Background: an optimization exercise with open tools, aiming at small area and few clock cycles per item. Do not read the settings as production practice.
Only simulation tests tie the RTL to the original design; equivalence was not proved.
No activity file was given, so power comes from the tool's default toggle rates.

==> design.v <==
package slu_pkg;
  localparam logic [3:0] S_IDLE     = 4'd0;
  localparam logic [3:0] S_BANG     = 4'd1;
  localparam logic [3:0] S_EQUAL    = 4'd2;
  localparam logic [3:0] S_LESS     = 4'd3;
  localparam logic [3:0] S_GREATER  = 4'd4;
  localparam logic [3:0] S_SLASH    = 4'd5;
  localparam logic [3:0] S_COMMENT  = 4'd6;
  localparam logic [3:0] S_STRING   = 4'd7;
  localparam logic [3:0] S_NUMBER   = 4'd8;
  localparam logic [3:0] S_NUM_DOT  = 4'd9;
  localparam logic [3:0] S_FRACTION = 4'd10;
  localparam logic [3:0] S_DOTP     = 4'd11;    
  localparam logic [3:0] S_WORD     = 4'd12;    
  localparam logic [3:0] S_IDENT    = 4'd13;    
  function automatic logic [4:0] kw_first(input logic [7:0] c);
    case (c)
      "a": kw_first = 5'd0;
      "c": kw_first = 5'd1;
      "e": kw_first = 5'd2;
      "f": kw_first = 5'd3;
      "i": kw_first = 5'd6;
      "n": kw_first = 5'd7;
      "o": kw_first = 5'd8;
      "p": kw_first = 5'd9;
      "r": kw_first = 5'd10;
      "s": kw_first = 5'd11;
      "t": kw_first = 5'd12;
      "v": kw_first = 5'd14;
      "w": kw_first = 5'd15;
      default: kw_first = 5'd16;
    endcase
  endfunction
  function automatic logic [4:0] kw_char(input logic [3:0] k, input logic [2:0] i);
    logic [63:0] t;
    t = '0;
    if (k == 4'd0) t = 64'(24'h646e61);
    if (k == 4'd1) t = 64'(40'h7373616c63);
    if (k == 4'd2) t = 64'(32'h65736c65);
    if (k == 4'd3) t = 64'(40'h65736c6166);
    if (k == 4'd4) t = 64'(24'h726f66);
    if (k == 4'd5) t = 64'h6e6f6974636e7566;
    if (k == 4'd6) t = 64'(16'h6669);
    if (k == 4'd7) t = 64'(32'h6c6c756e);
    if (k == 4'd8) t = 64'(16'h726f);
    if (k == 4'd9) t = 64'(40'h746e697270);
    if (k == 4'd10) t = 64'(48'h6e7275746572);
    if (k == 4'd11) t = 64'(40'h7265707573);
    if (k == 4'd12) t = 64'(32'h73696874);
    if (k == 4'd13) t = 64'(32'h65757274);
    if (k == 4'd14) t = 64'(24'h726176);
    if (k == 4'd15) t = 64'(40'h656c696877);
    kw_char = 5'd0;
    for (int j = 0; j < 7; j++)
      if (i == 3'(j)) kw_char = t[8*(j+1) +: 5];
  endfunction
  function automatic logic kw_end(input logic [3:0] k, input logic [2:0] i);
    case (k)
      4'd0, 4'd4, 4'd14:              kw_end = (i == 3'd2);
      4'd2, 4'd7, 4'd12, 4'd13:       kw_end = (i == 3'd3);
      4'd1, 4'd3, 4'd9, 4'd11, 4'd15: kw_end = (i == 3'd4);
      4'd10:                          kw_end = (i == 3'd5);
      4'd5:                           kw_end = (i == 3'd7);
      default:                        kw_end = (i == 3'd1);
    endcase
  endfunction
endpackage
import slu_pkg::*;
module source_code_lexer_unit (
  input  logic        clk,
  input  logic        rst_n,
  input  logic        in_tvalid,
  output logic        in_tready,
  input  logic [7:0]  in_tdata,    
  input  logic        in_tlast,    
  output logic        out_tvalid,
  input  logic        out_tready,
  output logic [55:0] out_tdata,   
  output logic        out_tlast    
);
  logic        valid_r;
  logic [7:0]  char_r;
  logic        eot_r;
  logic [3:0]  st_r;
  logic [3:0]  kw_r;
  logic [2:0]  ki_r;
  logic [15:0] pos_r, begin_r, line_r;
  logic        tok;        
  logic        fin;        
  logic [5:0]  kind;
  logic [1:0]  ssel;       
  logic [2:0]  lsel;       
  logic [3:0]  st_nxt;
  logic [3:0]  kw_nxt;
  logic [2:0]  ki_nxt;
  logic        line_inc, set_begin, restart;
  logic        f_tok;
  logic [5:0]  f_kind;
  logic [3:0]  f_st;
  logic [4:0]  f_kw;
  logic        f_nl;
  logic        p_tok;
  logic [5:0]  p_kind;
  logic [1:0]  p_ssel;
  logic [2:0]  p_lsel;
  logic        is_digit, is_alpha;
  logic        step;
  assign is_digit = (char_r >= "0") && (char_r <= "9");
  assign is_alpha = ((char_r >= "a") && (char_r <= "z")) || ((char_r >= "A") && (char_r <= "Z"))
                    || (char_r == "_");
  assign f_kw     = slu_pkg::kw_first(char_r);
  always_comb begin
    f_tok  = 1'b0;
    f_kind = 6'd39;
    f_st   = S_IDLE;
    f_nl   = 1'b0;
    case (char_r)
      "(": begin f_tok = 1'b1; f_kind = 6'd0; end
      ")": begin f_tok = 1'b1; f_kind = 6'd1; end
      "{": begin f_tok = 1'b1; f_kind = 6'd2; end
      "}": begin f_tok = 1'b1; f_kind = 6'd3; end
      ",": begin f_tok = 1'b1; f_kind = 6'd4; end
      ".": begin f_tok = 1'b1; f_kind = 6'd5; end
      "-": begin f_tok = 1'b1; f_kind = 6'd6; end
      "+": begin f_tok = 1'b1; f_kind = 6'd7; end
      ";": begin f_tok = 1'b1; f_kind = 6'd8; end
      "*": begin f_tok = 1'b1; f_kind = 6'd9; end
      "!": f_st = S_BANG;
      "=": f_st = S_EQUAL;
      "<": f_st = S_LESS;
      ">": f_st = S_GREATER;
      "/": f_st = S_SLASH;
      " ", 8'h0d, 8'h09: ;
      8'h0a: f_nl = 1'b1;
      "\"": f_st = S_STRING;
      default: begin
        if (is_digit)      f_st = S_NUMBER;
        else if (is_alpha) f_st = f_kw[4] ? S_IDENT : S_WORD;
        else               f_tok = 1'b1;
      end
    endcase
  end
  always_comb begin
    p_tok  = 1'b1;
    p_kind = 6'd21;
    p_ssel = 2'd0;
    p_lsel = 3'd0;
    case (st_r)
      S_IDLE, S_COMMENT: p_tok = 1'b0;
      S_BANG:    begin p_kind = 6'd10; p_lsel = 3'd1; end
      S_EQUAL:   begin p_kind = 6'd12; p_lsel = 3'd1; end
      S_LESS:    begin p_kind = 6'd14; p_lsel = 3'd1; end
      S_GREATER: begin p_kind = 6'd16; p_lsel = 3'd1; end
      S_SLASH:   begin p_kind = 6'd18; p_lsel = 3'd1; end
      S_STRING:  p_kind = 6'd40;
      S_NUMBER, S_FRACTION: ;
      S_NUM_DOT: p_lsel = 3'd4;
      S_DOTP:    begin p_kind = 6'd5; p_ssel = 2'd2; p_lsel = 3'd1; end
      S_WORD:    p_kind = slu_pkg::kw_end(kw_r, ki_r) ? 6'd22 + 6'(kw_r) : 6'd19;
      default:   p_kind = 6'd19;
    endcase
  end
  always_comb begin
    logic rescan;
    tok       = 1'b0;
    fin       = 1'b1;
    kind      = p_kind;
    ssel      = p_ssel;
    lsel      = p_lsel;
    st_nxt    = st_r;
    kw_nxt    = kw_r;
    ki_nxt    = ki_r + 3'd1;
    line_inc  = 1'b0;
    set_begin = 1'b0;
    restart   = 1'b0;
    rescan    = 1'b0;
    if (eot_r) begin
      if (p_tok) begin
        tok    = 1'b1;
        fin    = 1'b0;
        st_nxt = (st_r == S_NUM_DOT) ? S_DOTP : S_IDLE;
      end else begin
        tok     = 1'b1;
        kind    = 6'd38;
        ssel    = 2'd1;
        lsel    = 3'd3;
        restart = 1'b1;
        st_nxt  = S_IDLE;
      end
    end else begin
      case (st_r)
        S_BANG, S_EQUAL, S_LESS, S_GREATER: begin
          if (char_r == "=") begin
            tok    = 1'b1;
            kind   = p_kind + 6'd1;
            lsel   = 3'd2;
            st_nxt = S_IDLE;
          end else rescan = 1'b1;
        end
        S_SLASH: begin
          if (char_r == "/") st_nxt = S_COMMENT;
          else rescan = 1'b1;
        end
        S_COMMENT: begin
          if (char_r == 8'h0a) begin
            line_inc = 1'b1;
            st_nxt   = S_IDLE;
          end
        end
        S_STRING: begin
          if (char_r == 8'h0a) line_inc = 1'b1;
          if (char_r == "\"") begin
            tok    = 1'b1;
            kind   = 6'd20;
            lsel   = 3'd5;
            st_nxt = S_IDLE;
          end
        end
        S_NUMBER: begin
          if (char_r == ".") st_nxt = S_NUM_DOT;
          else if (!is_digit) rescan = 1'b1;
        end
        S_NUM_DOT: begin
          if (is_digit) st_nxt = S_FRACTION;
          else rescan = 1'b1;
        end
        S_FRACTION: begin
          if (!is_digit) rescan = 1'b1;
        end
        S_IDLE, S_DOTP: rescan = 1'b1;
        S_WORD: begin
          if (is_alpha || is_digit) begin
            if (ki_r == 3'd0 && kw_r == 4'd3 && (char_r == "o" || char_r == "u"))
              kw_nxt = (char_r == "o") ? 4'd4 : 4'd5;
            else if (ki_r == 3'd0 && kw_r == 4'd12 && char_r == "r")
              kw_nxt = 4'd13;
            else if (char_r[7:5] != 3'b011 || char_r[4:0] != slu_pkg::kw_char(kw_r, ki_r))
              st_nxt = S_IDENT;
          end else rescan = 1'b1;
        end
        default: begin
          if (!(is_alpha || is_digit)) rescan = 1'b1;
        end
      endcase
      if (rescan) begin
        if (p_tok && (f_tok || st_r == S_NUM_DOT)) begin
          tok    = 1'b1;
          fin    = 1'b0;
          st_nxt = (st_r == S_NUM_DOT) ? S_DOTP : S_IDLE;
        end else begin
          tok       = p_tok | f_tok;
          if (!p_tok) begin
            kind = f_kind;
            ssel = 2'd1;
            lsel = 3'd1;
          end
          st_nxt    = f_st;
          kw_nxt    = f_kw[3:0];
          ki_nxt    = 3'd0;
          line_inc  = f_nl;
          set_begin = 1'b1;
        end
      end
    end
  end
  logic [15:0] start, len;
  logic [16:0] pos_inc, sub_a;
  logic [15:0] sub_b;
  logic        sub_c;
  logic [17:0] diff;
  assign pos_inc = {1'b0, pos_r} + 17'd1;
  assign sub_a   = (lsel == 3'd5) ? pos_inc : {1'b0, pos_r};
  assign sub_b   = (ssel == 2'd2) ? 16'd0 : begin_r;
  assign sub_c   = !(lsel == 3'd4 || ssel == 2'd2);
  assign diff    = {1'b0, sub_a} + {2'b11, ~sub_b} + 18'(sub_c);
  always_comb begin
    case (ssel)
      2'd0:    start = begin_r;
      2'd1:    start = pos_r;
      default: start = diff[15:0];
    endcase
    case (lsel)
      3'd1:    len = 16'd1;
      3'd2:    len = 16'd2;
      3'd3:    len = 16'd0;
      default: len = diff[17] ? 16'd0 : diff[16] ? 16'hFFFF : diff[15:0];
    endcase
  end
  assign step       = valid_r && (!tok || out_tready);
  assign in_tready  = !valid_r || (fin && (!tok || out_tready));
  assign out_tvalid = valid_r && tok;
  assign out_tdata  = {2'b00, line_r, len, start, kind};
  assign out_tlast  = fin;
  always_ff @(posedge clk) begin
    if (!rst_n) begin
      valid_r <= 1'b0;
      st_r    <= S_IDLE;
      pos_r   <= 16'd0;
      begin_r <= 16'd0;
      line_r  <= 16'd1;
    end else begin
      if (in_tready) valid_r <= in_tvalid;
      if (step) begin
        st_r <= st_nxt;
        if (fin) begin
          kw_r <= kw_nxt;
          ki_r <= ki_nxt;
          if (restart) begin
            pos_r   <= 16'd0;
            begin_r <= 16'd0;
            line_r  <= 16'd1;
          end else begin
            if (!pos_inc[16]) pos_r <= pos_inc[15:0];
            if (set_begin) begin_r <= pos_r;
            if (line_inc && line_r != 16'hFFFF) line_r <= line_r + 16'd1;
          end
        end
      end
    end
  end
  always_ff @(posedge clk) begin
    if (in_tready) begin
      char_r <= in_tdata;
      eot_r  <= in_tlast;
    end
  end
endmodule
==> run.sh <==
#!/bin/bash
# synth_recipe.tcl (not shown) runs the flow's synth.tcl, then flattens the netlist and writes it again
# the make line also repeats each setting of config.mk as NAME=value (left out here)
make -C /OpenROAD-flow-scripts/flow DESIGN_CONFIG=/design/flow/config.mk WORK_HOME=/design/flow/orfs CLKGATE_MAP_FILE= SYNTH_SCRIPT=/design/flow/synth_recipe.tcl finish
==> config.mk <==
export PLATFORM = sky130hd
export DESIGN_NAME = source_code_lexer_unit
export DESIGN_NICKNAME = source_code_lexer_unit
export VERILOG_FILES = /design/flow/design.v
export SDC_FILE = /design/flow/constraint.sdc
export NUM_CORES = 4
export LEC_CHECK = 0
export ABC_AREA = 1
export CAP_MARGIN = 20
export CORE_MARGIN = 2
export CORE_UTILIZATION = 70
export GPL_TIMING_DRIVEN = 0
export SLEW_MARGIN = 20
==> constraint.sdc <==
create_clock -name core_clock -period 10.0 [get_ports {clk}]
set_input_delay 2.0000 -clock core_clock [delete_from_list [all_inputs] [get_ports {clk}]]
set_output_delay 2.0000 -clock core_clock [all_outputs]
set_load 0.01 [all_outputs]
==> impl_metrics.ini, run 1 <==
[status]
status = complete, no violations

[worst_hold_path]
holdPathStages = 2
min_from = line_r[9]
hold_path.class = reg2reg
whs_endpoint = line_r[9]

[final_layout]
layout.nets = 1272
design_area_sq_um = 8220
num-fill-cells = 673
seq_area_sq_um = 1540
drive_gt1_share_pct = 13.5
antennaDiodeCount = 0
synthToLayoutAreaGrowth_pct = 14.7
multi_input_area_sq_um = 4860
utilization_pct = 83.3

[timing]
rsz0062_at_grt = no
slew-limit-headroom_pct = 47.3
tightest_slew_ns = 0.791
final_hold_viol_count = 0
finalCriticalPeriod_ns = 8.18
fmax_mhz = 122
slew_viol_final = 0
setup_viol = 0
skew_ns = 0.0138
period_share_pct = 81.8
tns_ns = 0
fin_ws_ns = 1.82

[setup_path]
crit_fanout = 10
required_ns = 8.00
reg2reg_to = kw_r[2]
path_class = reg2out
crit_arrival_ns = 6.18
start_kind = flip-flop
rr_startpoint = char_r[6]
reg2reg_depth = 15
slowest_stage = clkdlybuf4s50_1
cp-end-kind = output pin
r2r_slack_ns = 6.88
worst_path_largest_cell_delay_ns = 0.54
cp_common_cell = nand2_1

[clock_tree]
tritoncts = yes
postCtsSetupBuffers = 0
htreeDepth = 3
cts.clk_slew.worst_paths_ns = 0.08
clock-sinks = 69
cts-root-buf = clkbuf_8
post_cts_resized = 0
insertion_delay_ns = 0.37
ctsHoldBuffers = 0
cts_max_path_buffers = 2
cts_made_buffers = 9

[synthesis]
synth_area_leaders = nand2_1, dfxtp_1, edfxtp_1, nand3_1, nor2_1
ys_ff_latch = 69
synthFlopType = dfxtp_1
post-synth-top-area-fraction_pct = 15.6
ys_types = 62
synth_edf_count = 16
synth_common_cells = nand2_1, nor2_1, inv_1
netlist_instances = 1150
synth.avg_cell_area_sq_um = 6.23
yosysMostFrequentCell = nand2_1
yosysSeqAreaShare_pct = 21.5
yosysTopAreaCell = nand2_1
synthArstFlopShare_pct = 0
yosys_warnings = 1
syn_area_sq_um = 7160

[detailed_routing]
drcViolationCount = 0
vias = 8488
vias_per_cell = 6.20
post_drt_wl_per_cell_um = 16.9
drt_iter0_drc = 1307
ant_nets = 0
postRouteWirelength_um = 23200
first_pass_iters = 7

[grt]
grt_max_degree = 14
grt_pass1_wl_um = 37600
grt_overflow = 0
grt_antenna_before_repair = 0
grt_use_total_pct = 42.2
grt_pass1_vias = 7816

[floorplanning]
coreArea_sq_um = 9860
dieHeight_um = 105
io_pins = 72
die_area_sq_um = 11100
rows = 36
initial_core_util_pct = 72.6
die_w_um = 105

[placed_design]
gp_congestion = 1.04
post_dp_cell_area_sq_um = 8020
numPortBuffers = 69
hpwlAfterDp_um = 17500
place_ws_ns = 2.35

[pwr]
p_leak_nw = 3.38
powerDensity_nw_per_um2 = 166
ir_worst_vdd_v = 0.000116

[flow_run]
cap_violations = 0
==> worst max-delay path: cells and delay by family, from the launching register on <==
kind	cells	cell delay, ns
buffers and inverters	7	1.33
and+or+nand+nor	18	2.33
AOI/OAI and AO/OA	7	1.24
adders and majority gates	1	0.47
DFF	1	0.46
==> sequential cells by signal (all words and copies together), names as in the netlist <==
signal,count
ki_r,3
line_r,16
char_r,8
valid_r,1
begin_r,16
st_r,4
kw_r,4
eot_r,1
pos_r,16
==> how the worst max path moves through the flow <==
stage / from / endpoint / slack [ns] / depth (start not counted)
3_3_place_gp: st_r[1] / out_tdata[36] / 2.55 / 34
3_5_place_dp: char_r[6] / out_tdata[32] / 2.35 / 33
2_1_floorplan: char_r[6] / out_tdata[28] / 3.71 / 30
4_1_cts: char_r[6] / out_tdata[32] / 1.94 / 33
6_report: char_r[6] / out_tdata[32] / 1.82 / 33
5_1_grt: char_r[6] / out_tdata[28] / 1.36 / 33
==> report_power, final <==
| part | internal (W) | switching, W |
|---|---|---|
| Clock | 0.000106 | 0.000122 |
| Sequential | 0.000314 | 0.0000313 |
| Combinational | 0.000284 | 0.000507 |
| Total | 0.000704 | 0.000660 |
==> layout make-up <==
type / count / share of cell area [%]
Timing Repair Buffer: 69 / 8.40
Multi-Input combinational cell: 906 / 59.1
Clock buffer: 10 / 1.81
Inverter: 131 / 6.17
Buffer: 45 / 3.18
Tap cell: 133 / 2.02
Clock inverter: 6 / 0.548
Sequential cell: 69 / 18.8
==> layout by cell type, fill, tap and decap left out, drive strengths merged, types with 16 or more instances in the layout <==
cell / synthesis / routed
clkdlybuf4s50: 0 / 69
ha: 26 / 26
nor2: 158 / 158
nand2: 327 / 327
buf: 25 / 25
a21oi: 79 / 79
o21ai: 70 / 70
inv: 127 / 128
nor3: 25 / 25
dfxtp: 53 / 53
o211ai: 18 / 18
xor2: 35 / 35
nand3: 98 / 98
clkbuf: 20 / 30
edfxtp: 16 / 16
==> layer usage <==
metal  vias to the layer above  routed length [um]  global-route usage [%]
li1                       3950                   -                       -
met1                      3752                9090                    54.9
met2                       688               10200                    66.8
met3                        98                2970                    10.1
met4                         0                 890                    17.8
met5                         -                   0                       0
==> through the flow <==
stage               hold slack (ns)  std cells  power (W)
floorplan                     0.474       1151   0.000884
global placement              0.484       1353    0.00109
detailed placement            0.490       1353    0.00111
CTS                           0.506       1369    0.00134
global route                  0.541       1369    0.00145
finish                        0.511       1369    0.00136
==> cells by family after synthesis <==
kind of cell	share of synthesized area, %
flops	21.5
other cells	0.0524
buf+inv	10.7
fa+ha+maj	5.10
xor+xnor	4.89
compound gates	17.8
simple gates	39.9
Testbench counts, summed over its fixed seeds: cycles 34,367, bytes 33,802.
==> run 2, diff against run 1 <==
--- a/config.mk
+++ b/config.mk
@@ -6,8 +6,6 @@
 export NUM_CORES = 4
 export LEC_CHECK = 0
-export ABC_AREA = 1
 export CAP_MARGIN = 20
 export CORE_MARGIN = 2
-export CORE_UTILIZATION = 70
-export GPL_TIMING_DRIVEN = 0
+export CORE_UTILIZATION = 40
 export SLEW_MARGIN = 20
==> run 2 against run 1 <==
Net effect:
- critical path depth down 17
- core utilization down 36 points
- sequential power down 12%
- area after synthesis down 4.7%
- power is 43% lower
- design area is 3.7% lower
- largest power group is now clock
- via count shrank 14%
- combinational power shrank 84%
- cell count down 12%
- sequential share of layout area up 0.73 points
- critical endpoint is now out_tdata[22]
- critical path type unchanged
- fmax fell by 4.7%
==> impl_metrics.ini, run 2 <==
[status]
status = complete, no violations

[detailed_routing]
ant_nets = 0
wl_met1_um = 9860
first_pass_iters = 6
post_drt_wl_per_cell_um = 17.5
top_layer_used = met4
postRouteWirelength_um = 21200
drt_iter0_drc = 675
drcViolationCount = 0
vias = 7319
wl_met3_um = 1480
routed-wl-met2_um = 9370
vias_per_cell = 6.06

[floorplanning]
coreArea_sq_um = 16600
io_pins = 72
rows = 47
die_area_sq_um = 18100
die_w_um = 135
dieHeight_um = 135
initial_core_util_pct = 41.0

[timing]
rsz0062_at_grt = no
tightest_slew_ns = 1.01
slew-limit-headroom_pct = 30.6
skew_ns = 0.00614
finalCriticalPeriod_ns = 8.58
fmax_mhz = 116
fin_ws_ns = 1.42
setup_viol = 0
tns_ns = 0
slew_viol_final = 0
period_share_pct = 85.8
final_hold_viol_count = 0

[final_layout]
design_area_sq_um = 7910
top_regs = begin_r (16), line_r (16), pos_r (16)
final_common_cell = nand2_1
utilization_pct = 47.5
seq_area_sq_um = 1540
num-fill-cells = 1701
drive_gt1_share_pct = 5.57
synthToLayoutAreaGrowth_pct = 15.9
multi_input_area_sq_um = 4900
layout.nets = 1023
antennaDiodeCount = 0
final_cell_mix = nand2_1, nor2_1, a21oi_1, clkdlybuf4s50_1, o21ai_0

[synthesis]
synthFlopType = dfxtp_1
yosysMostFrequentCell = nand2_1
synth_edf_count = 16
synthArstFlopShare_pct = 0
syn_area_sq_um = 6830
yosys_warnings = 1
yosysSeqAreaShare_pct = 22.6
synth_common_cells = nand2_1, nor2_1, a21oi_1
yosysTopAreaCell = dfxtp_1
synth_area_leaders = dfxtp_1, edfxtp_1, a21oi_1, nand2_1, nor2_1
post-synth-top-area-fraction_pct = 15.5
ys_types = 80
netlist_instances = 963
synth.avg_cell_area_sq_um = 7.09
ys_ff_latch = 69

[setup_path]
crit_arrival_ns = 6.58
crit_fanout = 19
cp-end-kind = output pin
required_ns = 8.00
start_kind = flip-flop
path_class = reg2out

[clock_tree]
cts_max_path_buffers = 2
insertion_delay_ns = 0.34
htreeDepth = 3
cts_made_buffers = 9
cts.clk_slew.worst_paths_ns = 0.05
postCtsSetupBuffers = 0
tritoncts = yes
post_cts_resized = 0
clock-sinks = 69
cts-root-buf = clkbuf_16
ctsHoldBuffers = 0

[placed_design]
numPortBuffers = 69
post_dp_cell_area_sq_um = 7600
gp_congestion = 0.968
place_ws_ns = 1.85
hpwlAfterDp_um = 14900

[grt]
grt_max_degree = 46
grt_pass1_wl_um = 34400
grt_antenna_before_repair = 0
grt_use_total_pct = 23.3
grt_pass1_vias = 6628
grt_overflow = 0

[pwr]
powerDensity_nw_per_um2 = 98.3
ir_worst_vdd_v = 0.000103
p_leak_nw = 2.72

[worst_hold_path]
hold_path.class = reg2reg

[flow_run]
cap_violations = 0
[run 2: changes by cell type after synthesis, sizes merged, moves of 14 or more]
cell    before  now
and3         0   15
nor2       158   92
o21ai       70   84
nand2      327  101
xnor2        5   25
clkbuf      20   62
nor2b        0   18
a22oi        2   18
inv        127   23
nand3       98   58
nand2b       0   15
[run 2: where the power goes]
group | switching, W | leakage [nW] | internal (W)
sequential | 0.0000118 | 0.586 | 0.000291
combinational | 0.0000841 | 1.98 | 0.0000459
clock | 0.000127 | 0.151 | 0.000218
[run 2: path summary, 6_finish.rpt]
path	slack, ns	endpoint	from	depth (start not counted)
max reg2reg	5.87	pos_r[3]	char_r[4]	9
min	0.48	begin_r[11]	begin_r[11]	2
min reg2reg	0.48	begin_r[11]	begin_r[11]	2
max	1.42	out_tdata[22]	char_r[4]	16
[run 2: routing by layer]
| metal | up-vias | track usage, % |
|---|---|---|
| li1 | 3576 | - |
| met1 | 3423 | 33.7 |
| met2 | 286 | 34.5 |
| met3 | 34 | 4.20 |
| met4 | 0 | 8.30 |
| met5 | - | 0 |
[run 2: cells by family (layout without fill, tap and decap cells)]
family | Yosys count | after routing | synth area share, %
simple gates | 401 | 401 | 29.6
fa+ha+maj | 28 | 28 | 5.35
buf+inv | 100 | 123 | 5.94
mux | 8 | 8 | 1.21
xor+xnor | 52 | 52 | 6.67
flops | 69 | 69 | 22.6
other cells | 1 | 2 | 0.0549
compound gates | 304 | 304 | 28.6
[run 2: worst max-delay path, cell delays in order (launching register included)]
cell	delay, ns
edfxtp_1	0.64
or4b_1	0.81
nor4_2	0.87
xnor2_1	0.21
fa_1	0.50
fa_1	0.41
nor2b_1	0.13
o21ai_0	0.11
a21boi_0	0.29
o22ai_1	0.23
o2111ai_1	0.29
a31o_2	0.19
a21oi_1	0.09
xor2_2	0.63
a21o_1	0.21
o41ai_1	0.09
clkdlybuf4s50_1	0.52
[run 2: layout make-up]
type / instances / share of cell area, %
clock buffer: 12 / 2.99
clock inverter: 4 / 0.901
inverter: 24 / 1.15
multi-input combinational: 795 / 61.9
sequential: 69 / 19.5
tap: 220 / 3.48
timing repair buffer: 83 / 10.1
[run 2: per-stage QoR]
stage | power (W) | hold WS [ns] | instances
after floorplan | 0.000396 | 0.445 | 964
after global placement | 0.000437 | 0.462 | 1191
after detailed placement | 0.000436 | 0.467 | 1191
after CTS | 0.000783 | 0.475 | 1207
after global routing | 0.000810 | 0.500 | 1207
final | 0.000778 | 0.476 | 1207
==> run 3, diff against run 2 <==
--- a/design.v
+++ b/design.v
@@ -1,13 +1,13 @@
 package slu_pkg;
   localparam logic [3:0] S_IDLE     = 4'd0;
-  localparam logic [3:0] S_BANG     = 4'd1;
-  localparam logic [3:0] S_EQUAL    = 4'd2;
-  localparam logic [3:0] S_LESS     = 4'd3;
-  localparam logic [3:0] S_GREATER  = 4'd4;
-  localparam logic [3:0] S_SLASH    = 4'd5;
-  localparam logic [3:0] S_COMMENT  = 4'd6;
-  localparam logic [3:0] S_STRING   = 4'd7;
-  localparam logic [3:0] S_NUMBER   = 4'd8;
-  localparam logic [3:0] S_NUM_DOT  = 4'd9;
+  localparam logic [3:0] S_BANG     = 4'd5;
+  localparam logic [3:0] S_EQUAL    = 4'd6;
+  localparam logic [3:0] S_LESS     = 4'd7;
+  localparam logic [3:0] S_GREATER  = 4'd8;
+  localparam logic [3:0] S_SLASH    = 4'd9;
+  localparam logic [3:0] S_COMMENT  = 4'd1;
+  localparam logic [3:0] S_STRING   = 4'd2;
+  localparam logic [3:0] S_NUMBER   = 4'd3;
+  localparam logic [3:0] S_NUM_DOT  = 4'd4;
   localparam logic [3:0] S_FRACTION = 4'd10;
   localparam logic [3:0] S_DOTP     = 4'd11;    
@@ -148,9 +148,7 @@
     case (st_r)
       S_IDLE, S_COMMENT: p_tok = 1'b0;
-      S_BANG:    begin p_kind = 6'd10; p_lsel = 3'd1; end
-      S_EQUAL:   begin p_kind = 6'd12; p_lsel = 3'd1; end
-      S_LESS:    begin p_kind = 6'd14; p_lsel = 3'd1; end
-      S_GREATER: begin p_kind = 6'd16; p_lsel = 3'd1; end
-      S_SLASH:   begin p_kind = 6'd18; p_lsel = 3'd1; end
+      S_BANG, S_EQUAL, S_LESS, S_GREATER, S_SLASH: begin
+        p_kind = {1'b0, st_r, 1'b0}; p_lsel = 3'd1;
+      end
       S_STRING:  p_kind = 6'd40;
       S_NUMBER, S_FRACTION: ;
--- a/config.mk
+++ b/config.mk
@@ -8,4 +8,4 @@
 export CAP_MARGIN = 20
 export CORE_MARGIN = 2
-export CORE_UTILIZATION = 40
+export CORE_UTILIZATION = 65
 export SLEW_MARGIN = 20
==> run 3 against run 2 <==
Net effect:
- combinational power up 25%
- register-to-register slack worse by 0.52 ns
- hold slack worse by 0.0093 ns
- largest cell class unchanged
- design area grew 0.24%
- worst setup slack worse by 0.027 ns
- still clean on timing, DRC and antenna
- first-iteration DRC count is 75% higher
- clock power decreased by 35%
- count of clock-buffer cells in the layout decreased by 3
- fmax shrank 0.32%
==> impl_metrics.ini, run 3 <==
[status]
status = complete, no violations

[synthesis]
post-synth-top-area-fraction_pct = 14.7
synth_common_cells = nand2_1, a21oi_1, clkbuf_1
synth_edf_count = 16
synth_area_leaders = dfxtp_1, edfxtp_1, nand2_1, a21oi_1, ha_1
yosysMostFrequentCell = nand2_1
syn_area_sq_um = 7230
yosysTopAreaCell = dfxtp_1
netlist_instances = 998
ys_types = 89
yosys_warnings = 1
synthFlopType = dfxtp_1
synthArstFlopShare_pct = 0
ys_ff_latch = 69
yosysSeqAreaShare_pct = 21.3
synth.avg_cell_area_sq_um = 7.25

[timing]
tns_ns = 0
slew-limit-headroom_pct = 37.7
final_hold_viol_count = 0
fmax_mhz = 116
skew_ns = 0.0178
tightest_slew_ns = 0.929
fin_ws_ns = 1.39
slew_viol_final = 0
rsz0062_at_grt = no
worst_hold_slack_ns = 0.467
finalCriticalPeriod_ns = 8.61
period_share_pct = 86.1
setup_viol = 0

[pwr]
ir_worst_vdd_v = 0.0000883
p_sw_share_pct = 36.2
pwr-share-seq_pct = 44.8
powerDensity_nw_per_um2 = 88.0
totalPowerFinal_w = 0.000698
p_leak_nw = 2.75
p_int_w = 0.000445
clockPowerShare_pct = 32.0
power_frac_comb_pct = 23.2
p_sw_w = 0.000252

[setup_path]
worst_path_largest_cell_delay_ns = 0.71
cp_top_family = simple AND/OR/NAND/NOR gates
cp-end-kind = output pin
slowest_stage = or3_1
crit_arrival_ns = 6.61
start_kind = flip-flop
critPathBufInv = 1
crit_fanout = 19
worstPathCellList = nor4b_1 > nand3_1 > or3_1 > xor2_1 > fa_1 > fa_1 > nor2b_1 > o31ai_1 > a211oi_1 > nor4b_1 > o31ai_1 > a2111o_1 > nand3_1 > a22oi_1 > clkdlybuf4s50_1
path_class = reg2out
required_ns = 8.00

[clock_tree]
postCtsSetupBuffers = 0
insertion_delay_ns = 0.37
post_cts_resized = 0
cts-root-buf = clkbuf_8
cts.clk_slew.worst_paths_ns = 0.09
htreeDepth = 3
tritoncts = yes
clock-sinks = 69
cts_made_buffers = 9
cts_max_path_buffers = 2
ctsHoldBuffers = 0

[floorplanning]
die_w_um = 109
initial_core_util_pct = 66.7
coreArea_sq_um = 10800
rows = 38
dieHeight_um = 109
io_pins = 72
die_area_sq_um = 12000

[final_layout]
synthToLayoutAreaGrowth_pct = 9.67
num-fill-cells = 862
drive_gt1_share_pct = 4.80
final_cell_mix = nand2_1, a21oi_1, clkdlybuf4s50_1, nor2_1, nand3_1
final_common_cell = nand2_1
antennaDiodeCount = 0
layout.nets = 1035
top_regs = begin_r (16), line_r (16), pos_r (16)
utilization_pct = 73.2

[detailed_routing]
post_drt_wl_per_cell_um = 19.5
vias_per_cell = 7.03
vias = 8010
drcViolationCount = 0
drt_iter0_drc = 1181
first_pass_iters = 6
postRouteWirelength_um = 22200
ant_nets = 0

[grt]
grt_max_degree = 37
grt_overflow = 0
grt_pass1_wl_um = 35600
grt_antenna_before_repair = 0
grt_pass1_vias = 7248
grt_use_total_pct = 36.9

[placed_design]
hpwlAfterDp_um = 15900
gp_congestion = 1.03
numPortBuffers = 69
place_ws_ns = 1.79

[flow_run]
cap_violations = 0

[worst_hold_path]
hold_path.class = reg2reg
[run 3: area by class of cell]
type / count / area (sq um) / area share [%]
Timing Repair Buffer: 73 / 721 / 9.09
Clock buffer: 9 / 124 / 1.56
Tap cell: 140 / 175 / 2.21
Sequential cell: 69 / 1540 / 19.4
Multi-Input combinational cell: 815 / 5220 / 65.8
Clock inverter: 7 / 55.1 / 0.694
Inverter: 26 / 97.6 / 1.23
[run 3: logic make-up (layout without fill, tap and decap cells)]
group | count (synthesis) | in the layout | share of synthesized area [%]
mux | 13 | 13 | 1.85
flops | 69 | 69 | 21.3
compound gates | 314 | 314 | 29.7
fa+ha+maj | 28 | 28 | 5.05
simple gates | 416 | 416 | 30.3
other cells | 1 | 2 | 0.0519
buf+inv | 115 | 115 | 6.64
xor+xnor | 42 | 42 | 5.09
[run 3: power groups by stage]
stage,Sequential (W),Combinational [W],Clock [W]
final,0.000313,0.000162,0.000223
after global routing,0.000314,0.000173,0.000234
after CTS,0.000311,0.000157,0.000223
after global placement,0.000317,0.000152,0
after detailed placement,0.000318,0.000156,0
after floorplan,0.000303,0.000126,0
[run 3: path summary, 6_finish.rpt]
check	start	slack [ns]	end	cells past startpoint
worst max-delay path	char_r[4]	1.39	out_tdata[22]	15
worst max register to register	char_r[3]	5.35	pos_r[7]	8
worst min-delay path	begin_r[1]	0.47	begin_r[1]	2
worst min register to register	begin_r[1]	0.47	begin_r[1]	2
[run 3: metal layers]
layer / GRT usage [%] / share of wire (%) / routed length, um
met5: 0 / 0 / 0
met4: 16.6 / 3.7 / 824
met3: 5.75 / 9.1 / 2020
met2: 60.0 / 47 / 10500
met1: 48.3 / 40 / 8850
[run 3: metrics by stage]
step	area (sq um)	cells
floorplan	7230	999
global placement	7750	1123
detailed placement	7750	1123
CTS	7930	1139
global route	7930	1139
finish	7930	1139
[run 3: worst reg2reg max path: cells and delay by family, from the launching register on]
kind / cells / cell delay (ns)
DFF: 1 / 0.93
AOI/OAI and AO/OA: 5 / 1.91
and+or+nand+nor: 3 / 1.75
Testbench counts of run 3, summed over its fixed seeds: cycles 34,367, bytes 33,802.
==> run 4, diff against run 3 <==
==> flow/run.sh (new file) <==
#!/bin/bash
# The standard layout, except that the port buffers use the smallest buffer cell
# (sky130_fd_sc_hd__buf_1) instead of the one the resizer picks by default.
set -e
export BUFFER_PORTS_ARGS="-buffer_cell sky130_fd_sc_hd__buf_1"
bash standard.sh > standard.log 2>&1
==> standard.sh (new file) <==
#!/bin/bash
# synth_recipe.tcl (not shown) runs the flow's synth.tcl, then flattens the netlist and writes it again
# the make line also repeats each setting of config.mk as NAME=value (left out here)
make -C /OpenROAD-flow-scripts/flow DESIGN_CONFIG=/design/flow/config.mk WORK_HOME=/design/flow/orfs CLKGATE_MAP_FILE= SYNTH_SCRIPT=/design/flow/synth_recipe.tcl "${@:-finish}"
--- a/config.mk
+++ b/config.mk
@@ -8,4 +8,4 @@
 export CAP_MARGIN = 20
 export CORE_MARGIN = 2
-export CORE_UTILIZATION = 65
+export CORE_UTILIZATION = 50
 export SLEW_MARGIN = 20
removed: run.sh
==> run 4 against run 3 <==
Net effect:
- die area up 29%
- design area fell by 3.1%
- power is 15% higher
- cell count grew 3.7%
- combinational power down 5%
- core utilization fell by 18 points
- global-route usage shrank 7.4 points
- flip-flop and latch count is the same
- fmax increased by 5.0%
- register-to-register slack is essentially flat
==> impl_metrics.ini, run 4 <==
[setup_path]
crit_path_start = char_r[4]
required_ns = 8.00
crit_fanout = 19
cp-end-kind = output pin
crit_arrival_ns = 6.21
start_kind = flip-flop
path_class = reg2out
reg2reg_depth = 8
rr_startpoint = char_r[3]

[final_layout]
top_regs = begin_r (16), line_r (16), pos_r (16)
synthToLayoutAreaGrowth_pct = 6.32
final_common_cell = nand2_1
drive_gt1_share_pct = 4.90
final_cell_mix = nand2_1, a21oi_1, buf_1, nor2_1, nand3_1
layout.nets = 1037
num-fill-cells = 1390
antennaDiodeCount = 0
fin_cells = 1181

[placed_design]
numPortBuffers = 69
place_inst = 1165
hpwlAfterDp_um = 16900
gp_congestion = 0.974

[clock_tree]
ctsHoldBuffers = 0
cts_made_buffers = 9
clock-sinks = 69
htreeDepth = 3
postCtsSetupBuffers = 0
tritoncts = yes
cts-root-buf = clkbuf_16
insertion_delay_ns = 0.35
post_cts_resized = 0
cts.clk_slew.worst_paths_ns = 0.06
cts_max_path_buffers = 2

[floorplanning]
die_area_sq_um = 15400
coreArea_sq_um = 14000
initial_core_util_pct = 51.7
dieHeight_um = 124
die_w_um = 124
rows = 43
io_pins = 72

[timing]
slew-limit-headroom_pct = 34.7
finalCriticalPeriod_ns = 8.21
fmax_mhz = 122
worst_hold_slack_ns = 0.463
tns_ns = 0
rsz0062_at_grt = no
setup_viol = 0
slew_viol_final = 0
tightest_slew_ns = 0.973
skew_ns = 0.00842
final_hold_viol_count = 0
period_share_pct = 82.1

[pwr]
ir_worst_vdd_v = 0.0000745
powerDensity_nw_per_um2 = 104
clockPowerShare_pct = 41.8
power_frac_comb_pct = 19.2
p_sw_w = 0.000266
totalPowerFinal_w = 0.000803
p_leak_nw = 2.65
p_sw_share_pct = 33.1
pwr-share-seq_pct = 39.0
p_int_w = 0.000537

[synthesis]
synthArstFlopShare_pct = 0
synthFlopType = dfxtp_1
yosys_warnings = 1
yosysMostFrequentCell = nand2_1
synth_edf_count = 16
netlist_instances = 998
yosysTopAreaCell = dfxtp_1
syn_area_sq_um = 7230
synth_area_leaders = dfxtp_1, edfxtp_1, nand2_1, a21oi_1, ha_1
synth.avg_cell_area_sq_um = 7.25
yosysSeqAreaShare_pct = 21.3
ys_ff_latch = 69
ys_types = 89
post-synth-top-area-fraction_pct = 14.7
synth_common_cells = nand2_1, a21oi_1, clkbuf_1

[detailed_routing]
first_pass_iters = 6
drcViolationCount = 0
vias_per_cell = 6.73
ant_nets = 0
post_drt_wl_per_cell_um = 20.2
postRouteWirelength_um = 23800
vias = 7945
drt_iter0_drc = 1125

[grt]
grt_pass1_vias = 7463
grt_overflow = 0
grt_max_degree = 37
grt_use_total_pct = 29.5
grt_antenna_before_repair = 0
grt_pass1_wl_um = 38100

[worst_hold_path]
hold_path.class = reg2reg
holdPathStages = 2
min_from = begin_r[1]

[flow_run]
cap_violations = 0

[status]
status = complete, no violations
[run 4: logic make-up after synthesis]
logic type | count (synthesis) | share of synthesized area [%]
other | 1 | 0.0519
buffers and inverters | 115 | 6.64
muxes | 13 | 1.85
DFF | 69 | 21.3
AOI/OAI and AO/OA | 314 | 29.7
xor gates and xnor gates | 42 | 5.09
and+or+nand+nor | 416 | 30.3
adders and majority gates | 28 | 5.05
[run 4: power by group through the flow]
stage	registers, W	logic, W	clock network, W
after floorplan	0.000303	0.000126	0
after global placement	0.000317	0.000149	0
after detailed placement	0.000318	0.000150	0
after CTS	0.000312	0.000151	0.000339
after global routing	0.000314	0.000168	0.000350
final	0.000313	0.000154	0.000336
[run 4: worst max-delay path, cell delays in order, from the launching register on]
cell and delay [ns]:
edfxtp_1 0.64, nor4b_1 0.57, nand3_1 0.24, or3_1 0.69, xor2_1 0.26, fa_1 0.50
fa_1 0.42, nor2b_1 0.16, o31ai_1 0.13, a211oi_1 0.31, nor4b_1 0.13, o31ai_1 0.51
a2111o_1 0.25, nand3_1 0.46, a22oi_1 0.39, buf_1 0.19
[run 4: area by class of cell]
class                           count  area, sq um  share of cell area, %
Multi-Input combinational cell    815         5220                   67.9
Timing Repair Buffer               75          304                   3.96
Sequential cell                    69         1540                   20.1
Clock inverter                      4         35.0                  0.456
Inverter                           26         97.6                   1.27
Tap cell                          180          225                   2.93
Clock buffer                       12          268                   3.48
[run 4: path summary, 6_finish.rpt]
path / endpoint / slack, ns
min reg2reg: begin_r[1] / 0.46
min: begin_r[1] / 0.46
max reg2reg: pos_r[6] / 5.35
max: out_tdata[22] / 1.79
[run 4: layer usage]
metal | track usage [%] | wire length [um]
met5 | 0 | 0
met4 | 10.9 | 729
met3 | 3.48 | 1660
met2 | 47.9 | 11100
met1 | 40.4 | 10300
[run 4: per-stage QoR]
stage	util [%]	cell area (sq um)	setup slack, ns
6_report	55.0	7690	1.79
4_1_cts	54.9	7680	1.80
3_5_place_dp	52.8	7380	2.20
2_1_floorplan	-	7230	3.39
3_3_place_gp	52.8	7380	2.36
5_1_grt	55.0	7690	1.30
==> run 5, diff against run 4 <==
==> flow/run.sh (replaced) <==
#!/bin/bash
# The standard layout (standard.sh), with two changes:
#  - synthesis maps the logic with flow/abc_area.script (ABC_AREA is 1 in config.mk), an
#    area-oriented ABC script built on &deepsyn, instead of ORFS's own abc_area.script;
#    everything else in synthesis (registers, flattening, renaming) is the standard one.
#  - the port buffers use sky130_fd_sc_hd__buf_1 instead of the resizer's default choice.
# Each tool's full output stays in the ORFS logs under orfs/logs; standard.sh's own output
# goes to standard.log.
set -euo pipefail
here=$(pwd)
rm -rf "$here/orfs_scripts"
cp -r "$FLOW_HOME/scripts" "$here/orfs_scripts"
cp "$here/flow/abc_area.script" "$here/orfs_scripts/abc_area.script"
export SCRIPTS_DIR="$here/orfs_scripts"
export BUFFER_PORTS_ARGS="-buffer_cell sky130_fd_sc_hd__buf_1"
export CTS_ARGS="-sink_clustering_enable -repair_clock_nets -buf_list sky130_fd_sc_hd__clkbuf_4 -sink_clustering_size 24 -dont_use_dummy_load"
bash standard.sh > standard.log 2>&1
==> flow/abc_area.script (new file) <==
strash
&get -n
&deepsyn -T 60
&put
strash
&get -n
&nf -R 1000
&put
topo
stime -c
--- a/config.mk
+++ b/config.mk
@@ -6,4 +6,5 @@
 export NUM_CORES = 4
 export LEC_CHECK = 0
+export ABC_AREA = 1
 export CAP_MARGIN = 20
 export CORE_MARGIN = 2
==> run 5 against run 4 <==
Net effect:
- still clean on timing, DRC and antenna
- count of clock-buffer cells in the layout shrank 3
- sequential power down 4%
- register-to-register slack got worse by 1.9 ns
- synthesized cell count decreased by 30%
==> impl_metrics.ini, run 5 <==
[timing]
skew_ns = 0.0410
slew-limit-headroom_pct = 35.9
slew_viol_final = 0
tns_ns = 0
setup_viol = 0
fmax_mhz = 119
period_share_pct = 84.1
final_hold_viol_count = 0
tightest_slew_ns = 0.957
finalCriticalPeriod_ns = 8.41
rsz0062_at_grt = no
worst_hold_slack_ns = 0.481

[floorplanning]
die_w_um = 106
die_area_sq_um = 11300
initial_core_util_pct = 51.2
rows = 37
coreArea_sq_um = 10200
dieHeight_um = 106
io_pins = 72

[clock_tree]
clock-sinks = 69
postCtsSetupBuffers = 0
cts_max_path_buffers = 2
cts_made_buffers = 9
ctsHoldBuffers = 0
insertion_delay_ns = 0.43
cts.clk_slew.worst_paths_ns = 0.11
post_cts_resized = 0
htreeDepth = 3
cts-root-buf = clkbuf_4
tritoncts = yes

[grt]
grt_pass1_wl_um = 25500
grt_use_total_pct = 27.8
grt_use_met1_pct = 36.0
grt_max_degree = 36
busiest_layer = met2
use_met2_pct = 45.7
grt_pass1_vias = 5372
grt_antenna_before_repair = 0
grt_overflow = 0
grt_use_met3_pct = 3.86

[placed_design]
post_dp_cell_area_sq_um = 5700
hpwlAfterDp_um = 11500
place_inst = 910
numPortBuffers = 69
gp_congestion = 0.982

[pwr]
p_sw_share_pct = 30.9
totalPowerFinal_w = 0.000528
powerDensity_nw_per_um2 = 91.4
p_sw_w = 0.000163
power_frac_comb_pct = 17.8
clockPowerShare_pct = 24.9
ir_worst_vdd_v = 0.0000796
pwr-share-seq_pct = 57.3
p_int_w = 0.000365
p_leak_nw = 2.03

[detailed_routing]
vias = 5610
drt_iter0_drc = 453
first_pass_iters = 5
post_drt_wl_per_cell_um = 16.8
drcViolationCount = 0
ant_nets = 0
vias_per_cell = 6.10
postRouteWirelength_um = 15400

[synthesis]
yosysMostFrequentCell = nand2_1
post-synth-top-area-fraction_pct = 20.2
synthArstFlopShare_pct = 0
synth.avg_cell_area_sq_um = 7.49
synth_common_cells = nand2_1, a21oi_1, nor2_1
synthFlopType = dfxtp_1
ys_types = 58
yosysSeqAreaShare_pct = 29.4
yosys_warnings = 1
yosysTopAreaCell = dfxtp_1
syn_area_sq_um = 5240
synth_edf_count = 16
synth_area_leaders = dfxtp_1, edfxtp_1, a21oi_1, nand2_1, ha_1
netlist_instances = 700
ys_ff_latch = 69

[final_layout]
fin_cells = 919
top_regs = begin_r (16), line_r (16), pos_r (16)
final_cell_mix = nand2_1, nor2_1, a21oi_1, buf_1, dfxtp_1
synthToLayoutAreaGrowth_pct = 10.1
final_common_cell = nand2_1
num-fill-cells = 1025
drive_gt1_share_pct = 1.92
layout.nets = 826
design_area_sq_um = 5770
antennaDiodeCount = 0

[status]
status = complete, no violations

[setup_path]
required_ns = 8.00
crit_fanout = 13
cp_common_cell = o21ai_0
start_kind = flip-flop
cp-end-kind = output pin
crit_arrival_ns = 6.41
path_class = reg2out
worst_path_largest_cell_delay_ns = 0.61
slowest_stage = xnor2_1

[worst_hold_path]
hold_path.class = reg2reg

[flow_run]
cap_violations = 0
-- run 5: cell types whose count changed after synthesis, sizes merged, moves of 17 or more --
cell    previous run  this run
a22o               2        19
clkbuf            71         0
clkinv             0        40
inv               26         0
nand2b            31        13
nand3             56        24
o31ai             21         2
-- run 5: area by class of cell --
class / instances / area (sq um) / area share (%)
Clock buffer: 9 / 67.6 / 1.17
Inverter: 40 / 150 / 2.60
Multi-Input combinational cell: 590 / 3540 / 61.3
Sequential cell: 69 / 1540 / 26.7
Tap cell: 136 / 170 / 2.95
Timing Repair Buffer: 75 / 304 / 5.27
-- run 5: final timing paths --
path / start / end / slack (ns) / depth (start not counted)
worst max register to register: char_r[0] / line_r[14] / 3.47 / 25
worst min-delay path: begin_r[4] / begin_r[4] / 0.48 / 1
worst max-delay path: char_r[2] / out_tdata[23] / 1.59 / 30
worst min register to register: begin_r[4] / begin_r[4] / 0.48 / 1
-- run 5: critical path, delay by kind of cell (launching register included) --
kind | cells | cell delay, ns
compound gates | 13 | 1.71
xor+xnor | 2 | 0.72
fa+ha+maj | 2 | 0.89
buf+inv | 4 | 0.86
flops | 1 | 0.58
simple gates | 9 | 1.24
-- run 5: cells by family (layout without fill, tap and decap cells) --
logic type,Yosys count,count (layout),share of synthesized area [%]
fa+ha+maj,28,28,6.97
flops,69,69,29.4
simple gates,298,298,26.8
mux,2,2,0.406
other cells,1,2,0.0715
buf+inv,42,124,3.15
compound gates,230,230,28.2
xor+xnor,30,30,5.01
-- run 5: routing by layer --
| layer | vias to the layer above | wire (um) |
|---|---|---|
| met5 | - | 0 |
| met4 | 0 | 473 |
| met3 | 42 | 863 |
| met2 | 208 | 7260 |
| met1 | 2607 | 6830 |
| li1 | 2753 | - |
-- run 5: power by group through the flow --
| stage | clock (W) | combinational, W | sequential [W] |
|---|---|---|---|
| 2_1_floorplan | 0 | 0.0000654 | 0.000305 |
| 3_3_place_gp | 0 | 0.0000923 | 0.000308 |
| 3_5_place_dp | 0 | 0.0000919 | 0.000308 |
| 4_1_cts | 0.000138 | 0.0000925 | 0.000302 |
| 5_1_grt | 0.000144 | 0.000104 | 0.000303 |
| 6_report | 0.000132 | 0.0000939 | 0.000302 |
-- run 5: through the flow --
stage / setup slack (ns) / utilization, %
after floorplan: 2.53 / -
after global placement: 2.23 / 55.8
after detailed placement: 2.11 / 55.8
after CTS: 1.59 / 56.4
after global routing: 0.943 / 56.4
final: 1.59 / 56.4
==> run 6, diff against run 5 <==
--- a/flow/run.sh
+++ b/flow/run.sh
@@ -14,4 +14,3 @@
 export SCRIPTS_DIR="$here/orfs_scripts"
 export BUFFER_PORTS_ARGS="-buffer_cell sky130_fd_sc_hd__buf_1"
-export CTS_ARGS="-sink_clustering_enable -repair_clock_nets -buf_list sky130_fd_sc_hd__clkbuf_4 -sink_clustering_size 24 -dont_use_dummy_load"
 bash standard.sh > standard.log 2>&1
==> flow/abc_area.script (replaced) <==
strash
&get -n
&deepsyn -T 240
&put
strash
&get -n
&nf -R 1000
&put
topo
stime -c
==> run 6 against run 5 <==
Net effect:
- non-clock buffer count down 1
- die area up 0.57%
- critical path depth down 2
- clock skew fell by 0.013 ns
- critical endpoint unchanged
- power grew 25%
- area after synthesis up 0.60%
- fmax shrank 6.3%
- combinational power increased by 4.0%
==> impl_metrics.ini, run 6 <==
[status]
status = complete, no violations

[clock_tree]
cts.clk_slew.worst_paths_ns = 0.09
post_cts_resized = 0
insertion_delay_ns = 0.40
clock-sinks = 69
cts_max_path_buffers = 2
htreeDepth = 3
postCtsSetupBuffers = 0
cts_made_buffers = 9
tritoncts = yes
cts-root-buf = clkbuf_8
ctsHoldBuffers = 0

[final_layout]
final_cell_mix = nand2_1, a21oi_1, buf_1, nor2_1, dfxtp_1
top_regs = begin_r (16), line_r (16), pos_r (16)
layout.nets = 827
antennaDiodeCount = 0
drive_gt1_share_pct = 3.03
design_area_sq_um = 5950
num-fill-cells = 1006
utilization_pct = 57.9
final_common_cell = nand2_1
synthToLayoutAreaGrowth_pct = 12.9

[timing]
slew_viol_final = 0
rsz0062_at_grt = no
fmax_mhz = 112
fin_ws_ns = 1.03
tns_ns = 0
skew_ns = 0.0277
period_share_pct = 89.7
final_hold_viol_count = 0
slew-limit-headroom_pct = 38.4
setup_viol = 0
finalCriticalPeriod_ns = 8.97
tightest_slew_ns = 0.917

[placed_design]
post_dp_cell_area_sq_um = 5740
place_ws_ns = 1.64
numPortBuffers = 69
hpwlAfterDp_um = 11700
gp_congestion = 0.976

[detailed_routing]
vias = 5613
post_drt_wl_per_cell_um = 17.0
drt_iter0_drc = 566
vias_per_cell = 6.06
postRouteWirelength_um = 15800
first_pass_iters = 6
drcViolationCount = 0
ant_nets = 0

[floorplanning]
die_w_um = 107
io_pins = 72
coreArea_sq_um = 10300
initial_core_util_pct = 51.3
die_area_sq_um = 11400
dieHeight_um = 107
rows = 37

[synthesis]
syn_area_sq_um = 5270
yosysSeqAreaShare_pct = 29.2
synthFlopType = dfxtp_1
yosysTopAreaCell = dfxtp_1
synthArstFlopShare_pct = 0
yosys_warnings = 1
post-synth-top-area-fraction_pct = 20.1
synth_edf_count = 16
netlist_instances = 702
synth.avg_cell_area_sq_um = 7.51
synth_area_leaders = dfxtp_1, edfxtp_1, nand2_1, a21oi_1, ha_1
ys_types = 55
yosysMostFrequentCell = nand2_1
ys_ff_latch = 69
synth_common_cells = nand2_1, a21oi_1, nor2_1

[setup_path]
cp-end-kind = output pin
path_class = reg2out
cp_top_family = compound AO/OA/AOI/OAI gates
crit_arrival_ns = 6.97
r2r_slack_ns = 3.98
cp_common_cell = o21ai_0
worst_path_largest_cell_delay_ns = 0.65
slowest_stage = edfxtp_1
cp.depth = 28
crit_fanout = 16
rr_startpoint = char_r[0]
critPathBufInv = 1
reg2reg_to = line_r[13]
start_kind = flip-flop
reg2reg_depth = 21
required_ns = 8.00

[worst_hold_path]
min_from = begin_r[15]
whs_endpoint = begin_r[15]
holdPathStages = 1
hold_path.class = reg2reg

[grt]
grt_pass1_vias = 5196
grt_pass1_wl_um = 25800
grt_max_degree = 32
grt_antenna_before_repair = 0
grt_use_total_pct = 28.4
grt_overflow = 0

[flow_run]
cap_violations = 0

[pwr]
powerDensity_nw_per_um2 = 110
ir_worst_vdd_v = 0.000117
totalPowerFinal_w = 0.000658
p_leak_nw = 2.10
[run 6: cell count changes after synthesis, moves of 6 or more]
cell	before	now
and2_0	14	6
nor2_1	73	61
nor2b_1	9	18
nand3_1	24	31
nand2b_1	13	19
[run 6: worst max-delay path by stage]
stage                   start             to  slack [ns]
detailed placement  char_r[3]  out_tdata[23]        1.64
finish              char_r[3]  out_tdata[23]        1.03
global placement    char_r[3]  out_tdata[23]        1.76
global route        char_r[3]  out_tdata[23]        0.43
floorplan           char_r[3]  out_tdata[23]        2.67
CTS                 char_r[3]  out_tdata[23]        1.13
[run 6: final cells by class]
| cell class | count | area [sq um] | share of cell area, % |
|---|---|---|---|
| clock inverter | 7 | 86.3 | 1.45 |
| sequential | 69 | 1540 | 25.9 |
| clock buffer | 9 | 124 | 2.08 |
| timing repair buffer | 74 | 297 | 4.98 |
| tap | 136 | 170 | 2.86 |
| inverter | 38 | 143 | 2.40 |
| multi-input combinational | 594 | 3590 | 60.3 |
[run 6: metal layers]
layer | global-route usage (%) | part of all wire [%] | vias up
met4 | 10.8 | 2.6 | 0
met2 | 42.7 | 43 | 246
met5 | 0 | 0 | -
met1 | 39.8 | 46 | 2545
li1 | - | - | 2779
met3 | 6.38 | 8.3 | 43
[run 6: kinds of logic (layout without fill, tap and decap cells)]
logic type,after synthesis,after routing,synth area share [%]
XOR/XNOR,31,31,5.15
AND/OR/NAND/NOR,308,308,28.0
multiplexers,1,1,0.214
other,1,2,0.0711
adder cells (fa/ha/maj),28,28,6.93
flip-flops,69,69,29.2
AO/OA/AOI/OAI,224,224,27.4
buffers and inverters,40,128,2.99
[run 6: metrics by stage]
step	instances	hold WS [ns]
6_report	927	0.481
5_1_grt	927	0.493
4_1_cts	927	0.483
3_5_place_dp	911	0.457
3_3_place_gp	911	0.456
2_1_floorplan	703	0.442
[run 6: where the power goes]
group	leakage (nW)	internal (W)	switching, W
logic	1.41	0.0000342	0.0000635
registers	0.585	0.000291	0.0000137
clock network	0.105	0.000121	0.000134
total	2.10	0.000447	0.000211
==> run 7, diff against run 6 <==
--- a/flow/run.sh
+++ b/flow/run.sh
@@ -5,4 +5,5 @@
 #    everything else in synthesis (registers, flattening, renaming) is the standard one.
 #  - the port buffers use sky130_fd_sc_hd__buf_1 instead of the resizer's default choice.
+#  - clock tree synthesis adds no dummy load cells (-dont_use_dummy_load).
 # Each tool's full output stays in the ORFS logs under orfs/logs; standard.sh's own output
 # goes to standard.log.
@@ -14,3 +15,4 @@
 export SCRIPTS_DIR="$here/orfs_scripts"
 export BUFFER_PORTS_ARGS="-buffer_cell sky130_fd_sc_hd__buf_1"
+export CTS_ARGS="-sink_clustering_enable -repair_clock_nets -dont_use_dummy_load -buf_list sky130_fd_sc_hd__clkbuf_8 -sink_clustering_size 30"
 bash standard.sh > standard.log 2>&1
==> flow/abc_area.script (replaced) <==
strash
&get -n
&deepsyn -T 60
&put
strash
&get -n
&nf -R 1000
&put
topo
stime -c
--- a/config.mk
+++ b/config.mk
@@ -9,4 +9,4 @@
 export CAP_MARGIN = 20
 export CORE_MARGIN = 2
-export CORE_UTILIZATION = 50
+export CORE_UTILIZATION = 60
 export SLEW_MARGIN = 20
==> run 7 against run 6 <==
Net effect:
- non-clock buffer count grew 2
- critical path type unchanged
- cell count decreased by 3.8%
- core utilization grew 9.6 points
- flip-flop and latch count unchanged
- die area fell by 17%
- critical path depth down 1
- design area down 2.6%
- global-route usage grew 4.4 points
- clock skew is 0.0052 ns higher
==> impl_metrics.ini, run 7 <==
[timing]
fin_ws_ns = 1.68
setup_viol = 0
worst_hold_slack_ns = 0.479
period_share_pct = 83.2
final_hold_viol_count = 0
tightest_slew_ns = 0.873
tns_ns = 0
rsz0062_at_grt = no
skew_ns = 0.0329
slew-limit-headroom_pct = 41.6
fmax_mhz = 120
finalCriticalPeriod_ns = 8.32
slew_viol_final = 0

[clock_tree]
postCtsSetupBuffers = 0
cts_made_buffers = 9
tritoncts = yes
htreeDepth = 3
post_cts_resized = 0
cts_max_path_buffers = 2
cts-root-buf = clkbuf_8
insertion_delay_ns = 0.36
clock-sinks = 69
cts.clk_slew.worst_paths_ns = 0.08
ctsHoldBuffers = 0

[synthesis]
yosysTopAreaCell = dfxtp_1
synthArstFlopShare_pct = 0
yosysMostFrequentCell = nand2_1
synth.avg_cell_area_sq_um = 7.49
yosys_warnings = 1
synth_common_cells = nand2_1, a21oi_1, nor2_1
post-synth-top-area-fraction_pct = 20.2
synth_edf_count = 16
yosysSeqAreaShare_pct = 29.4
ys_ff_latch = 69
ys_types = 58
synth_area_leaders = dfxtp_1, edfxtp_1, a21oi_1, nand2_1, ha_1
synthFlopType = dfxtp_1
netlist_instances = 700
syn_area_sq_um = 5240

[placed_design]
hpwlAfterDp_um = 11300
numPortBuffers = 69
place_ws_ns = 2.07
gp_congestion = 0.960
post_dp_cell_area_sq_um = 5680

[pwr]
p_leak_nw = 2.05
ir_worst_vdd_v = 0.0000834
powerDensity_nw_per_um2 = 99.5

[flow_run]
cap_violations = 0

[floorplanning]
io_pins = 72
dieHeight_um = 97.5
rows = 34
die_w_um = 97.5
coreArea_sq_um = 8590
initial_core_util_pct = 61.0
die_area_sq_um = 9500

[detailed_routing]
vias = 5825
drcViolationCount = 0
drt_iter0_drc = 493
postRouteWirelength_um = 15400
ant_nets = 0
post_drt_wl_per_cell_um = 17.3
vias_per_cell = 6.53
first_pass_iters = 5

[setup_path]
start_kind = flip-flop
required_ns = 8.00
crit_arrival_ns = 6.32
crit_fanout = 15
cp-end-kind = output pin
path_class = reg2out

[status]
status = complete, no violations

[grt]
grt_antenna_before_repair = 0
grt_pass1_vias = 5421
grt_use_total_pct = 32.8
grt_pass1_wl_um = 25800
grt_max_degree = 36
grt_overflow = 0

[final_layout]
final_cell_mix = nand2_1, nor2_1, a21oi_1, buf_1, dfxtp_1
antennaDiodeCount = 0
final_common_cell = nand2_1
layout.nets = 827
synthToLayoutAreaGrowth_pct = 10.7
top_regs = begin_r (16), line_r (16), pos_r (16)
drive_gt1_share_pct = 2.04
design_area_sq_um = 5800
utilization_pct = 67.5

[worst_hold_path]
hold_path.class = reg2reg
-- run 7: logic make-up after synthesis --
group / after synthesis / synth area share (%)
flip-flops: 69 / 29.4
buffers and inverters: 42 / 3.15
multiplexers: 2 / 0.406
adder cells (fa/ha/maj): 28 / 6.97
AO/OA/AOI/OAI: 230 / 28.2
other: 1 / 0.0715
XOR/XNOR: 30 / 5.01
AND/OR/NAND/NOR: 298 / 26.8
-- run 7: where the power goes --
group          switching [W]  total [W]  internal [W]
Sequential         0.0000112   0.000303      0.000291
Combinational      0.0000629  0.0000948     0.0000319
Clock              0.0000994   0.000180     0.0000804
Total               0.000174   0.000577      0.000404
-- run 7: path summary, 6_finish.rpt --
check	startpoint	cells after the start	slack, ns	end
worst min register to register	begin_r[13]	1	0.48	begin_r[13]
worst min-delay path	begin_r[13]	1	0.48	begin_r[13]
worst max register to register	char_r[0]	25	3.50	line_r[14]
worst max-delay path	char_r[5]	27	1.68	out_tdata[23]
-- run 7: routing by layer --
metal,up-vias,routed length (um),GRT usage [%]
li1,2765,-,-
met1,2678,6310,41.3
met2,333,7230,54.0
met3,49,1340,5.97
met4,0,555,16.5
met5,-,0,0
-- run 7: through the flow --
stage          power, W  instances
2_1_floorplan  0.000370        701
3_3_place_gp   0.000399        883
3_5_place_dp   0.000400        883
4_1_cts        0.000576        892
5_1_grt        0.000601        892
6_report       0.000577        892
-- run 7: area by class of cell --
class	instances	area, sq um
multi-input cells	590	3540
fillers	755	2790
inverters	40	150
repair buffers	76	312
well taps	108	135
flip-flops and latches	69	1540
clock buffers	9	124
-- run 7: critical path, stage by stage, from the launching register on --
cell	delay, ns
edfxtp_1	0.39
clkinv_1	0.11
nor3_1	0.49
nand3_1	0.23
nor3_1	0.19
buf_4	0.22
mux2_1	0.36
ha_1	0.29
nor2b_1	0.12
o21ai_0	0.16
nand2b_1	0.11
a21o_1	0.19
a21o_1	0.19
a21o_1	0.17
nand2_1	0.09
a21oi_1	0.08
o21ai_0	0.23
a21oi_1	0.12
o21ai_0	0.23
a21oi_1	0.11
o21ai_0	0.15
nand2b_1	0.10
a21o_1	0.18
a21o_1	0.20
a211o_1	0.32
nand3_1	0.47
o21ai_0	0.26
buf_1	0.17
==> run 8, diff against run 7 <==
--- a/flow/run.sh
+++ b/flow/run.sh
@@ -15,4 +15,4 @@
 export SCRIPTS_DIR="$here/orfs_scripts"
 export BUFFER_PORTS_ARGS="-buffer_cell sky130_fd_sc_hd__buf_1"
-export CTS_ARGS="-sink_clustering_enable -repair_clock_nets -dont_use_dummy_load -buf_list sky130_fd_sc_hd__clkbuf_8 -sink_clustering_size 30"
+export CTS_ARGS="-sink_clustering_enable -repair_clock_nets -dont_use_dummy_load"
 bash standard.sh > standard.log 2>&1
--- a/config.mk
+++ b/config.mk
@@ -9,4 +9,4 @@
 export CAP_MARGIN = 20
 export CORE_MARGIN = 2
-export CORE_UTILIZATION = 60
+export CORE_UTILIZATION = 70
 export SLEW_MARGIN = 20
==> run 8 against run 7 <==
Net effect:
- power rose by 0.29%
- sequential power is essentially flat
- combinational power increased by 1%
- global-route usage rose by 6.6 points
- count of clock-buffer cells in the layout unchanged
- first-iteration DRC count is 27% higher
- die area decreased by 14%
- core utilization grew 12 points
- critical path type unchanged
- critical endpoint unchanged
==> impl_metrics.ini, run 8 <==
[pwr]
power_frac_comb_pct = 16.6
ir_worst_vdd_v = 0.0000918
pwr-share-seq_pct = 52.3
p_leak_nw = 2.04
p_sw_share_pct = 30.3
clockPowerShare_pct = 31.2

[synthesis]
synth.avg_cell_area_sq_um = 7.49
netlist_instances = 700
synth_edf_count = 16
synthFlopType = dfxtp_1
post-synth-top-area-fraction_pct = 20.2
synthArstFlopShare_pct = 0
synth-compound-area-share_pct = 28.2
synth_xor_area_share_pct = 5.01
yosysMostFrequentCell = nand2_1
synth_area_leaders = dfxtp_1, edfxtp_1, a21oi_1, nand2_1, ha_1
yosys_warnings = 1
synth_top_family_by_area = compound AO/OA/AOI/OAI gates
ys_types = 58
yosysTopAreaCell = dfxtp_1
ys_ff_latch = 69

[timing]
slew-limit-headroom_pct = 34.2
slew_viol_final = 0
tightest_slew_ns = 0.984
rsz0062_at_grt = no
finalCriticalPeriod_ns = 8.65
fmax_mhz = 116
fin_ws_ns = 1.35
period_share_pct = 86.5

[detailed_routing]
postRouteWirelength_um = 16100
ant_nets = 0
post_drt_wl_per_cell_um = 18.3
drt_iter0_drc = 628
vias_per_cell = 6.85
vias = 6034
first_pass_iters = 6
drcViolationCount = 0

[floorplanning]
initial_core_util_pct = 72.3
coreArea_sq_um = 7250
dieHeight_um = 90.5
rows = 31
die_w_um = 90.5

[placed_design]
gp_congestion = 1.00
place_ws_ns = 2.00
hpwlAfterDp_um = 11800

[setup_path]
start_kind = flip-flop
crit_fanout = 15
path_class = reg2out
crit_arrival_ns = 6.65
required_ns = 8.00

[worst_hold_path]
hold_path.class = reg2reg

[grt]
grt_antenna_before_repair = 0
grt_pass1_wl_um = 26700
use_met2_pct = 64.6
grt_pass1_vias = 5550
busiest_layer = met2
grt_use_total_pct = 39.4

[clock_tree]
cts.clk_slew.worst_paths_ns = 0.08
clock-sinks = 69
ctsHoldBuffers = 0
cts-root-buf = clkbuf_8
cts_made_buffers = 9
htreeDepth = 3
cts_max_path_buffers = 2
insertion_delay_ns = 0.36

[flow_run]
cap_violations = 0

[final_layout]
final_common_cell = nand2_1
antennaDiodeCount = 0
layout.nets = 825
final_cell_mix = nand2_1, a21oi_1, nor2_1, buf_1, dfxtp_1

[status]
status = complete, no violations
-- run 8: changes by cell type in the layout (fill, tap and decap cells not counted) --
cell	delta
buf_4	-2
and2_0	-1
and2_1	+1
nor2_1	-1
nor2_2	+1
-- run 8: cell type report --
class,instances,area [sq um]
flip-flops and latches,69,1540
inverters,40,150
multi-input cells,590,3540
fillers,509,1480
repair buffers,74,297
clock buffers,9,124
well taps,99,124
-- run 8: metrics by stage --
step | instances | util (%) | area, sq um | power, W
floorplan | 701 | - | 5250 | 0.000370
global placement | 872 | 77.9 | 5650 | 0.000396
detailed placement | 872 | 77.9 | 5650 | 0.000400
CTS | 881 | 79.6 | 5780 | 0.000572
global route | 881 | 79.6 | 5780 | 0.000595
finish | 881 | 79.6 | 5780 | 0.000579
-- run 8: path summary, 6_finish.rpt --
check / endpoint / start / slack (ns) / cells after the start
min: begin_r[15] / begin_r[15] / 0.48 / 1
min reg2reg: begin_r[15] / begin_r[15] / 0.48 / 1
max reg2reg: line_r[14] / char_r[0] / 3.38 / 25
max: out_tdata[23] / char_r[2] / 1.35 / 27
-- run 8: power groups by stage --
| stage | Sequential (W) | Clock (W) | Combinational, W |
|---|---|---|---|
| 2_1_floorplan | 0.000305 | 0 | 0.0000654 |
| 3_3_place_gp | 0.000308 | 0 | 0.0000884 |
| 3_5_place_dp | 0.000308 | 0 | 0.0000922 |
| 4_1_cts | 0.000302 | 0.000178 | 0.0000929 |
| 5_1_grt | 0.000303 | 0.000188 | 0.000104 |
| 6_report | 0.000303 | 0.000180 | 0.0000959 |
-- run 8: logic make-up after synthesis --
group	count (synthesis)
flip-flops	69
XOR/XNOR	30
buffers and inverters	42
adder cells (fa/ha/maj)	28
AND/OR/NAND/NOR	298
other	1
AO/OA/AOI/OAI	230
multiplexers	2
-- run 8: critical path, stage by stage, from the launching register on --
cell and delay, ns:
edfxtp_1 0.59, clkinv_1 0.17, nand2_1 0.12, nor2_1 0.27, nand3_1 0.20, nor3_1 0.31
mux2_1 0.39, ha_1 0.29, nor2b_1 0.13, o21ai_0 0.18, nand2b_1 0.12, a21o_1 0.19
a21o_1 0.20, a21o_1 0.19, nand2_1 0.09, a21oi_1 0.08, o21ai_0 0.28, a21oi_1 0.15
o21ai_0 0.24, a21oi_1 0.11, o21ai_0 0.16, nand2b_1 0.10, a21o_1 0.18, a21o_1 0.20
a211o_1 0.31, nand3_1 0.54, o21ai_0 0.30, buf_1 0.19
-- run 8: metal layers --
metal	wire length [um]	vias to the layer above
met5	0	-
met4	350	0
met3	1730	44
met2	7560	430
met1	6490	2792
li1	-	2768

Re-timed with assumed drivers on the ports (clkbuf_16 on the clock, buf_2 on other inputs), run 8 has 1.314 ns of setup slack against 1.351 ns with ideal ports, and 1.695 ns once port delays also move by the mid clock arrival of 0.381 ns.
